Context: an optimization exercise on an open-source flow, tuned for small area and a short achievable clock period. The choices shown serve that exercise and are no tape-out recipe.
Function was checked by simulation only, so behaviour that the tests miss may differ from the original.

Setup of P:
==> flow/design.v (excerpt) <==
module depth_to_spectrum_color #(
    parameter int DEPTH_BITS = 11
) (
    input  logic                               i_clk,
    input  logic                               i_rst_n,
    input  logic                               start,
    output logic                               busy,
    input  logic                               i_cfg_we,
    input  logic [dsc_pkg::CFG_IDX_BITS-1:0]   i_cfg_idx,
    input  logic [DEPTH_BITS-1:0]              i_cfg_data,
    input  logic [DEPTH_BITS-1:0]              i_depth_sample,
    input  logic                               i_frame_end_in,
    output logic                               o_valid,
    output logic [7:0]                         o_blue_level,
    output logic [7:0]                         o_green_level,
    output logic [7:0]                         o_red_level,
    output logic                               o_frame_end_out
);
Size in the first run: ~6100 cells after synthesis, roughly 1400 flip-flops, roughly 63000 um2 of cells after synthesis.
Settings: LEC_CHECK=0, CAP_MARGIN=20, CORE_MARGIN=2, CORE_UTILIZATION=40, CTS_BUF_LIST=sky130_fd_sc_hd__clkbuf_8, CTS_CLUSTER_DIAMETER=50, CTS_CLUSTER_SIZE=22, SETUP_SLACK_MARGIN=5, SLEW_MARGIN=20; clock period 8.0 ns.
run.sh (not shown) runs the stock make flow with config.mk's settings and CLKGATE_MAP_FILE= SYNTH_SCRIPT=/design/flow/synth_recipe.tcl, a recipe that flattens the netlist after the stock synthesis.
> inputs changed (P -> Q)
Settings: CTS_CLUSTER_SIZE now 30, was 22; CTS_BUF_LIST now sky130_fd_sc_hd__clkbuf_16, was sky130_fd_sc_hd__clkbuf_8.
Findings:
| count of filler cells inserted in the layout | Q vs P | about 1.6% lower |
Q vs. P: worst hold slack held steady, share of the clock period used by the worst path after layout held steady.
Input-level comparison between R and Q:
Settings: swapping 50 for 40 in CTS_CLUSTER_DIAMETER; swapping 30 for 26 in CTS_CLUSTER_SIZE; swapping sky130_fd_sc_hd__clkbuf_16 for sky130_fd_sc_hd__clkbuf_8 in CTS_BUF_LIST.
==> results.txt <==
Looking at the reports, R completed the entire flow and the layout it produced met the timing, design-rule and antenna checks. Between R and Q, the routed wire length on met2 figures differ only marginally. As far as die extent in y goes, Q and R are indistinguishable; the numbers are identical. Any difference in global-route usage between R and Q is small enough to ignore. Measured against each other, Q and R differ in largest incremental delay on the critical path, the lower figure coming from Q. In the route summary, R ends up with a via count exceeding that of Q. Between Q and R, wire length is lower for Q, R comes in above that. Against Q, R comes in 0.63 points lower on signed area change from the synthesized netlist to the final layout. As far as layout multi-input combinational cell count goes, R and Q are indistinguishable; the numbers are identical.
For S, these inputs were changed with respect to R:
Settings: clearing CTS_CLUSTER_DIAMETER, which used to be 40; swapping 26 for 20 in CTS_CLUSTER_SIZE.
Findings:
- R and S all finish clean.
- Summary of the comparison: net count reported at finish is higher in S, relative to R.
- S against R: buffering overhead about even, wire length of the first global-routing pass rose about 0.66%, last weighted congestion value of the routability-driven placer has remained practically unchanged, maximum cell stage delay along the critical path down 0.03 ns, final design instance area without fill saw little to no change.
- o_blue_level[1] as the end point of the critical path was reported by R, and o_valid by S.

========
lane 1:
depth_to_spectrum_color again, from the RTL that the note above started with.
Settings: LEC_CHECK=0, CAP_MARGIN=20, CORE_MARGIN=2, CORE_UTILIZATION=40, CTS_BUF_LIST=sky130_fd_sc_hd__clkbuf_8, CTS_CLUSTER_DIAMETER=50, CTS_CLUSTER_SIZE=22, SETUP_SLACK_MARGIN=5, SLEW_MARGIN=20, TNS_END_PERCENT=50; clock period 8.0 ns.
--- input diff lane 1..lane 2 ---
- a deleted TNS_END_PERCENT that had been 50
- a change of CORE_UTILIZATION from 40 to 50
[summary]
- Between lane 2 and lane 1, time the worst path needs with I/O delays and setup is lower for lane 2, lane 1 comes in above that.
- Lane 2 vs. lane 1: met3 track utilization from global routing went up 0.41 points, clock buffer count in the final layout fell by 2.
- Status: critical path arrival parity (lane 1, lane 2)
### lane 2 -> lane 3
- changing CTS_CLUSTER_SIZE from 22 to 24
- changing CORE_UTILIZATION from 50 to 40
Notes after the runs:
- Lane 3 ended up with a lower core utilization than lane 2 did.
- Diff lane 2 -> lane 3: setup slack was more or less identical.
- Lane 2 → lane 3: critical path data required time flat, clock-buffer cell count up 2.1%, time the final worst path needs with I/O delays and setup comparable.
- Compared with lane 2, lane 3 degrades die area.
The inputs of lane 4 differ from those of lane 3 as listed below.
- a change of CTS_CLUSTER_SIZE from 24 to 22
- a change of CTS_BUF_LIST from sky130_fd_sc_hd__clkbuf_8 to sky130_fd_sc_hd__clkbuf_4 sky130_fd_sc_hd__clkbuf_8 sky130_fd_sc_hd__clkbuf_16
Notes after the runs:
There was hardly any difference in via count between lane 4 and lane 3.
Summary of the comparison: depth of the worst register-to-register path is higher in lane 4, relative to lane 3.
Maximum single-stage delay on the critical path for lane 4: 40 ps down relative to lane 3
Input changes introduced in lane 5 (baseline for comparison: lane 4):
- TNS_END_PERCENT newly set to 20
- CTS_BUF_LIST changed from sky130_fd_sc_hd__clkbuf_4 sky130_fd_sc_hd__clkbuf_8 sky130_fd_sc_hd__clkbuf_16 to sky130_fd_sc_hd__clkbuf_8
Findings:
Diff lane 4 -> lane 5 | final instance area | down by a few percent. Lane 4 vs lane 5, launching instance or port of the critical path: o_blue_level[6] vs r1_diff[5]. Diff lane 5..lane 4 | synthesized area | unchanged. Per the comparison of lane 5 with lane 4, global-route wire length before repair lost 1.6 mm, count of plain and timing-repair buffers in the layout moved down, post-CTS clock slew at the launch and capture registers of the worst setup and hold paths saw an increase, routed wire length per instance saw a decrease. Total number of nets in the final design: lane 4 vs lane 5, no meaningful difference.

========
== run A ==
depth_to_spectrum_color, a different RTL version from the one above (not shown whole).
Size: about 5800 cells after synthesis, about 55 I/O pins, ~56000 um2 of cells after synthesis.
clock: 8.0 ns
lec_check: 0
cap_margin: 20
core_margin: 2
core_utilization: 40
slew_margin: 20
The inputs of run B differ from those of run A as listed below.
- putting SETUP_SLACK_MARGIN at 3.5 where nothing was set
Results
Note that the peak clock frequency supported by timing recorded for run A amounts to 0.75 times the value seen in run B.
Run A → run B: first-pass GRT wire length shows an increase of about 2%; final non-filler cell total shows an increase of 101; via count shows an increase of 697.
On count of clock-net buffers in the final layout, the higher figure sits with run A, not run B.
The following lists how run C was set up differently from run B:
- SETUP_SLACK_MARGIN now 5, was 3.5
Results
Taking run B as the reference, in run C hold path depth ~0 delta, hold slack -16 ps.
The lower minimum clock period after layout came out of run C.
Compared to run B, run C has number of nets in the layout 507 higher.
[inputs] run D vs run C
- SETUP_SLACK_MARGIN now 4.2, was 5
## What came out
- Min maximum fanout encountered on the critical timing path across run C and run D: run C
- Wire length on met1 in run D vs run C: down 1300 um
- Minimum clock period: run D higher than run C
- Delta (run D minus run C): number of ordinary and repair buffers in the finished layout decreased by about 18% relative to the old numbers, non-clock buffer area fraction after layout went down by 1.1 points, DRC marker count from the first detailed-route iteration now sits higher.
- Delta(number of vias per cell, run D - run C) < 0

========
depth_to_spectrum_color, a different RTL version from the one above (not shown whole).
Size in the first run: ~6700 cells after synthesis, ~1500 flip-flops, about 68000 µm² of cells after synthesis.
==> flow/design.v (excerpt) <==
module depth_to_spectrum_color #(
    parameter int DEPTH_BITS = 11
) (
    input  logic                               i_clk,
    input  logic                               i_rst_n,
    input  logic                               start,
    output logic                               busy,
    input  logic                               i_cfg_we,
    input  logic [dsc_pkg::CFG_IDX_BITS-1:0]   i_cfg_idx,
    input  logic [DEPTH_BITS-1:0]              i_cfg_data,
    input  logic [DEPTH_BITS-1:0]              i_depth_sample,
    input  logic                               i_frame_end_in,
    output logic                               o_valid,
    output logic [7:0]                         o_blue_level,
    output logic [7:0]                         o_green_level,
    output logic [7:0]                         o_red_level,
    output logic                               o_frame_end_out
);
Settings: LEC_CHECK=0, CAP_MARGIN=20, CORE_MARGIN=2, CORE_UTILIZATION=60, CTS_BUF_LIST=sky130_fd_sc_hd__clkbuf_8, CTS_CLUSTER_SIZE=20, SETUP_SLACK_MARGIN=5, SLEW_MARGIN=20; clock period 8.0 ns.
The first run completed with no timing, DRC or antenna violations.
==> next run, changes <==
--- a/flow/config.mk
+++ b/flow/config.mk
@@ -9,3 +9,3 @@
 export CORE_MARGIN = 2
-export CORE_UTILIZATION = 60
+export CORE_UTILIZATION = 40
 export CTS_BUF_LIST = sky130_fd_sc_hd__clkbuf_8
Outcome:
- The new run passed the timing, design-rule and antenna checks
- design area rose by about 0.8%
- area after synthesis is unchanged
- maximum frequency rose by 1.3%
- worst setup slack gains 39 ps
- final cell count rose by 8.3%
- wire length rose by 0.98%

========
RTL: one of the versions met above, not the one the previous note started from.
Size in the first run: roughly 6100 cells after synthesis, about 1400 flip-flops, ~55 I/O pins, about 63000 sq um of cells after synthesis.
==> flow/config.mk <==
export PLATFORM = sky130hd
export DESIGN_NAME = depth_to_spectrum_color
export DESIGN_NICKNAME = depth_to_spectrum_color
export VERILOG_FILES = /design/flow/design.v
export SDC_FILE = /design/flow/constraint.sdc
export NUM_CORES = 4
export LEC_CHECK = 0
export CAP_MARGIN = 20
export CORE_MARGIN = 2
export CORE_UTILIZATION = 40
export CTS_BUF_LIST = sky130_fd_sc_hd__clkbuf_8
export CTS_CLUSTER_DIAMETER = 40
export CTS_CLUSTER_SIZE = 22
export SETUP_SLACK_MARGIN = 5
export SLEW_MARGIN = 20
==> flow/constraint.sdc <==
create_clock -name core_clock -period 8.0 [get_ports {i_clk}]
set_input_delay 1.6000 -clock core_clock [delete_from_list [all_inputs] [get_ports {i_clk}]]
set_output_delay 1.6000 -clock core_clock [all_outputs]
set_load 0.01 [all_outputs]
Change:
- CTS_CLUSTER_SIZE: 22 -> 24
What happened: The changed run went through all stages and came out clean. Cell area hardly moves. Setup slack loses 11 ps. Synthesized area is unchanged. Register-to-register slack degrades by 20 ps.

==> separate check: timing with driven ports <==
The flow's constraints put no driver on any port. The routed layouts listed below were extracted and timed again, unchanged, in two steps.
Step 1 assumes that a clkbuf_16 drives the clock port and a buf_2 every other input.
Step 2 also shifts input and output timing later by t, the mid clock arrival at the registers, as if the neighbouring blocks saw the same clock.
Three values: ideal ports, drivers, drivers and shift; two values: the first two.
run	t (ns)	setup WS [ns]	worst hold slack (ns)	worst register clock-pin slew, ns	cell pins on the clock port's net
P	0.933	5.062 / 4.992 / 5.154	0.291 / 0.291 / 0.291	0.12 / 0.12	1
Q	0.841	5.067 / 4.987 / 5.148	0.289 / 0.289 / 0.289	0.10 / 0.10	1
R	0.963	5.033 / 4.962 / 5.131	0.279 / 0.279 / 0.279	0.12 / 0.12	1
S	0.972	5.065 / 4.996 / 5.159	0.303 / 0.303 / 0.303	0.07 / 0.07	1
lane 1	0.930	5.058 / 4.989 / 5.103	0.295 / 0.295 / 0.295	0.12 / 0.12	1
lane 2	0.923	5.069 / 5.004 / 5.090	0.276 / 0.276 / 0.276	0.12 / 0.12	1
lane 3	0.925	5.072 / 5.000 / 5.149	0.290 / 0.290 / 0.290	0.12 / 0.12	1
lane 4	0.834	5.069 / 4.985 / 5.119	0.304 / 0.304 / 0.304	0.08 / 0.08	1
lane 5	0.925	4.947 / 4.881 / 4.947	0.294 / 0.294 / 0.294	0.12 / 0.12	1
run A	0.770	1.899 / 1.899 / 1.899	0.313 / 0.313 / 0.313	0.07 / 0.07	1
run B	0.773	3.431 / 3.431 / 3.203	0.318 / 0.318 / 0.318	0.07 / 0.07	1
run C	0.782	3.548 / 3.548 / 3.548	0.302 / 0.302 / 0.302	0.07 / 0.07	1
run D	0.777	3.523 / 3.523 / 3.523	0.304 / 0.304 / 0.304	0.07 / 0.07	1
the first run of note 4	0.941	4.959 / 4.959 / 4.858	0.300 / 0.300 / 0.300	0.07 / 0.07	1
the second run of note 4	1.008	4.999 / 4.957 / 4.810	0.274 / 0.274 / 0.274	0.07 / 0.07	1
the first run of note 5	0.952	5.044 / 4.972 / 5.131	0.283 / 0.283 / 0.283	0.11 / 0.11	1
the second run of note 5	0.965	5.033 / 4.962 / 5.110	0.279 / 0.279 / 0.279	0.12 / 0.12	1
After both steps every run listed still meets setup and hold. The setup slack of run B, which loses most, moves by 0.000 ns with the drivers and by -0.228 ns with both steps.
